What follows belongs to an exercise in optimizing a design on an open flow for small area and a short achievable clock period; a production flow would make more cautious choices.
Function was checked by simulation only, so behaviour that the tests miss may differ from the original.

== main ==
==> flow/design.v <==
module dma_bound_checker_wr #(
  parameter int NUM_ENTRIES = 8,
  parameter int ADDR_W      = 64,
  parameter int DATA_W      = 128,
  parameter int ID_W        = 5,
  parameter int CNT_W       = 16,
  parameter int IDX_W       = (NUM_ENTRIES > 1) ? $clog2(NUM_ENTRIES) : 1
) (
  input  logic                clock,
  input  logic                reset,
  input  logic                s_axi_aw_valid,
  output logic                s_axi_aw_ready,
  input  logic [ID_W-1:0]     s_axi_aw_bits_id,
  input  logic [ADDR_W-1:0]   s_axi_aw_bits_addr,
  input  logic [7:0]          s_axi_aw_bits_len,
  input  logic [2:0]          s_axi_aw_bits_size,
  input  logic [1:0]          s_axi_aw_bits_burst,
  input  logic                s_axi_w_valid,
  output logic                s_axi_w_ready,
  input  logic [DATA_W-1:0]   s_axi_w_bits_data,
  input  logic [DATA_W/8-1:0] s_axi_w_bits_strb,
  input  logic                s_axi_w_bits_last,
  output logic                s_axi_b_valid,
  input  logic                s_axi_b_ready,
  output logic [ID_W-1:0]     s_axi_b_bits_id,
  output logic [1:0]          s_axi_b_bits_resp,
  output logic                m_axi_aw_valid,
  input  logic                m_axi_aw_ready,
  output logic [ID_W-1:0]     m_axi_aw_bits_id,
  output logic [ADDR_W-1:0]   m_axi_aw_bits_addr,
  output logic [7:0]          m_axi_aw_bits_len,
  output logic [2:0]          m_axi_aw_bits_size,
  output logic [1:0]          m_axi_aw_bits_burst,
  output logic                m_axi_w_valid,
  input  logic                m_axi_w_ready,
  output logic [DATA_W-1:0]   m_axi_w_bits_data,
  output logic [DATA_W/8-1:0] m_axi_w_bits_strb,
  output logic                m_axi_w_bits_last,
  input  logic                m_axi_b_valid,
  output logic                m_axi_b_ready,
  input  logic [ID_W-1:0]     m_axi_b_bits_id,
  input  logic [1:0]          m_axi_b_bits_resp,
  input  logic                cfg_enable,
  input  logic                cfg_we,
  input  logic [IDX_W-1:0]    cfg_idx,
  input  logic [ADDR_W-1:0]   cfg_base,
  input  logic [ADDR_W-1:0]   cfg_bound,
  input  logic                cfg_entry_valid,
  input  logic                err_clr,
  output logic                err_valid,
  output logic [ADDR_W-1:0]   err_addr,
  output logic [ID_W-1:0]     err_id,
  output logic [CNT_W-1:0]    deny_count
);
  localparam int AW1 = ADDR_W + 1;
  typedef enum logic [2:0] {
    IDLE   = 3'd0,
    CHECK  = 3'd1,
    FWD_AW = 3'd2,
    FWD_W  = 3'd3,
    FWD_B  = 3'd4,
    DENY_W = 3'd5,
    DENY_B = 3'd6
  } state_e;
  state_e              state_q, state_d;
  logic [ID_W-1:0]     id_q;
  logic [ADDR_W-1:0]   addr_q;
  logic [7:0]          len_q;
  logic [2:0]          size_q;
  logic [1:0]          burst_q;
  logic [ADDR_W-1:0]   base_q  [NUM_ENTRIES];
  logic [ADDR_W-1:0]   bound_q [NUM_ENTRIES];
  logic [NUM_ENTRIES-1:0] valid_q;
  logic                err_valid_q;
  logic [ADDR_W-1:0]   err_addr_q;
  logic [ID_W-1:0]     err_id_q;
  logic [CNT_W-1:0]    deny_q;
  logic [AW1-1:0]      nbytes_s, end_s;
  logic                hit_s, pass_s, miss_s, aw_hs_s;
  always_comb begin
    nbytes_s = (AW1'(len_q) + AW1'(1'b1)) << size_q;
    end_s    = {1'b0, addr_q} + nbytes_s - AW1'(1'b1);
    hit_s    = 1'b0;
    for (int i = 0; i < NUM_ENTRIES; i++) begin
      hit_s = hit_s | (valid_q[i] && (base_q[i] <= addr_q) &&
                       (end_s[ADDR_W-1:0] <= bound_q[i]));
    end
    pass_s = !cfg_enable || (!end_s[ADDR_W] && hit_s);
    miss_s = (state_q == CHECK) && !pass_s;
  end
  always_comb begin
    state_d           = state_q;
    s_axi_aw_ready    = 1'b0;
    s_axi_w_ready     = 1'b0;
    s_axi_b_valid     = 1'b0;
    s_axi_b_bits_id   = {ID_W{1'b0}};
    s_axi_b_bits_resp = 2'b00;
    m_axi_aw_valid    = 1'b0;
    m_axi_w_valid     = 1'b0;
    m_axi_b_ready     = 1'b0;
    case (state_q)
      IDLE: begin
        s_axi_aw_ready = reset;
        if (s_axi_aw_valid && reset) state_d = CHECK;
        else                         state_d = IDLE;
      end
      CHECK: begin
        if (pass_s) state_d = FWD_AW;
        else        state_d = DENY_W;
      end
      FWD_AW: begin
        m_axi_aw_valid = 1'b1;
        if (m_axi_aw_ready) state_d = FWD_W;
        else                state_d = FWD_AW;
      end
      FWD_W: begin
        m_axi_w_valid = s_axi_w_valid;
        s_axi_w_ready = m_axi_w_ready;
        if (s_axi_w_valid && m_axi_w_ready && s_axi_w_bits_last) state_d = FWD_B;
        else                                                     state_d = FWD_W;
      end
      FWD_B: begin
        s_axi_b_valid     = m_axi_b_valid;
        s_axi_b_bits_id   = m_axi_b_bits_id;
        s_axi_b_bits_resp = m_axi_b_bits_resp;
        m_axi_b_ready     = s_axi_b_ready;
        if (m_axi_b_valid && s_axi_b_ready) state_d = IDLE;
        else                                state_d = FWD_B;
      end
      DENY_W: begin
        s_axi_w_ready = 1'b1;
        if (s_axi_w_valid && s_axi_w_bits_last) state_d = DENY_B;
        else                                    state_d = DENY_W;
      end
      DENY_B: begin
        s_axi_b_valid     = 1'b1;
        s_axi_b_bits_id   = id_q;
        s_axi_b_bits_resp = 2'b10;
        if (s_axi_b_ready) state_d = IDLE;
        else               state_d = DENY_B;
      end
      default: state_d = IDLE;
    endcase
  end
  assign aw_hs_s = (state_q == IDLE) && s_axi_aw_valid && reset;
  always_ff @(posedge clock or negedge reset) begin
    if (!reset) begin
      state_q <= IDLE;
      id_q    <= {ID_W{1'b0}};
      addr_q  <= {ADDR_W{1'b0}};
      len_q   <= 8'd0;
      size_q  <= 3'd0;
      burst_q <= 2'd0;
    end else begin
      state_q <= state_d;
      if (aw_hs_s) begin
        id_q    <= s_axi_aw_bits_id;
        addr_q  <= s_axi_aw_bits_addr;
        len_q   <= s_axi_aw_bits_len;
        size_q  <= s_axi_aw_bits_size;
        burst_q <= s_axi_aw_bits_burst;
      end else begin
        id_q    <= id_q;
      end
    end
  end
  always_ff @(posedge clock or negedge reset) begin
    if (!reset) begin
      valid_q <= {NUM_ENTRIES{1'b0}};
    end else if (cfg_we) begin
      valid_q[cfg_idx] <= cfg_entry_valid;
    end
  end
  always_ff @(posedge clock) begin
    if (cfg_we) begin
      base_q[cfg_idx]  <= cfg_base;
      bound_q[cfg_idx] <= cfg_bound;
    end
  end
  always_ff @(posedge clock or negedge reset) begin
    if (!reset) begin
      err_valid_q <= 1'b0;
      err_addr_q  <= {ADDR_W{1'b0}};
      err_id_q    <= {ID_W{1'b0}};
      deny_q      <= {CNT_W{1'b0}};
    end else begin
      if (miss_s && (deny_q != {CNT_W{1'b1}})) deny_q <= deny_q + CNT_W'(1'b1);
      else                                     deny_q <= deny_q;
      if (miss_s && (!err_valid_q || err_clr)) begin
        err_valid_q <= 1'b1;
        err_addr_q  <= addr_q;
        err_id_q    <= id_q;
      end else if (err_clr) begin
        err_valid_q <= 1'b0;
      end else begin
        err_valid_q <= err_valid_q;
      end
    end
  end
  assign m_axi_aw_bits_id    = id_q;
  assign m_axi_aw_bits_addr  = addr_q;
  assign m_axi_aw_bits_len   = len_q;
  assign m_axi_aw_bits_size  = size_q;
  assign m_axi_aw_bits_burst = burst_q;
  assign m_axi_w_bits_data   = s_axi_w_bits_data;
  assign m_axi_w_bits_strb   = s_axi_w_bits_strb;
  assign m_axi_w_bits_last   = s_axi_w_bits_last;
  assign err_valid           = err_valid_q;
  assign err_addr            = err_addr_q;
  assign err_id              = err_id_q;
  assign deny_count          = deny_q;
endmodule
export LEC_CHECK = 0
export CAP_MARGIN = 20
export CORE_MARGIN = 2
export CORE_UTILIZATION = 40
export PLACE_DENSITY = 0.6
export SLEW_MARGIN = 20
create_clock -name core_clock -period 12.0 [get_ports {clock}]
run.sh (not shown) runs the stock make flow with config.mk's settings and CLKGATE_MAP_FILE= SYNTH_SCRIPT=/design/flow/synth_recipe.tcl, a recipe that flattens the netlist after the stock synthesis.
Here is what was changed in the inputs of the feature branch compared with main.
--- a/flow/design.v
+++ b/flow/design.v
@@ -167,14 +167,16 @@
   always_ff @(posedge clock or negedge reset) begin
     if (!reset) begin
       valid_q <= {NUM_ENTRIES{1'b0}};
+      for (int i = 0; i < NUM_ENTRIES; i++) begin
+        base_q[i]  <= {ADDR_W{1'b0}};
+        bound_q[i] <= {ADDR_W{1'b0}};
+      end
     end else if (cfg_we) begin
       valid_q[cfg_idx] <= cfg_entry_valid;
-    end
-  end
-  always_ff @(posedge clock) begin
-    if (cfg_we) begin
       base_q[cfg_idx]  <= cfg_base;
       bound_q[cfg_idx] <= cfg_bound;
+    end else begin
+      valid_q <= valid_q;
     end
   end
   always_ff @(posedge clock or negedge reset) begin
Findings:
- The feature branch closes out successfully: all stages finished, all timing, DRC and antenna checks passed.
- The feature branch — non-clock buffer count 1.2% lower, main as reference
- Diff main -> the feature branch: worst setup slack saw an increase; data required time at the worst endpoint saw an increase; largest net degree at the start of global routing saw an increase; register area share after synthesis saw a decrease.
- [the feature branch] die area rose 18000 um^2 relative to main
- Design area: lower on main
- The feature branch vs. main: count of pins on the block boundary ~0 delta, multiplexer share of the synthesized area went up 15 points, inverter count of the layout excluding clock inverters down 0.77%, xor and xnor area share after synthesis shows no meaningful change.

-- re-timing with driven ports --
The flow's constraints put no driver on any port. The routed layouts listed below were extracted and timed again, unchanged, in two steps.
Step 1 sets driving cells, clkbuf_16 on the clock port and buf_2 on the other inputs (assumed; they add their load-dependent delay and slew).
Step 2 times the ports against the registers' clock, not the clock port: input delays grow and output delays shrink by t, the midpoint of the rising clock arrivals with the driver on.
Three values: ideal ports, drivers, drivers and shift; two values: the first two.
run	shift t [ns]	setup WS [ns]	hold WS [ns]	worst setup path after step 2	clock arrival spread, ns
main	0.867	0.781 / 0.781 / 0.781	0.495 / 0.495 / 0.495	register to register	0.042 / 0.043
the feature branch	0.875	0.870 / 0.870 / 0.870	0.490 / 0.490 / 0.490	register to register	0.046 / 0.046
After both steps setup and hold are still met in every run listed.
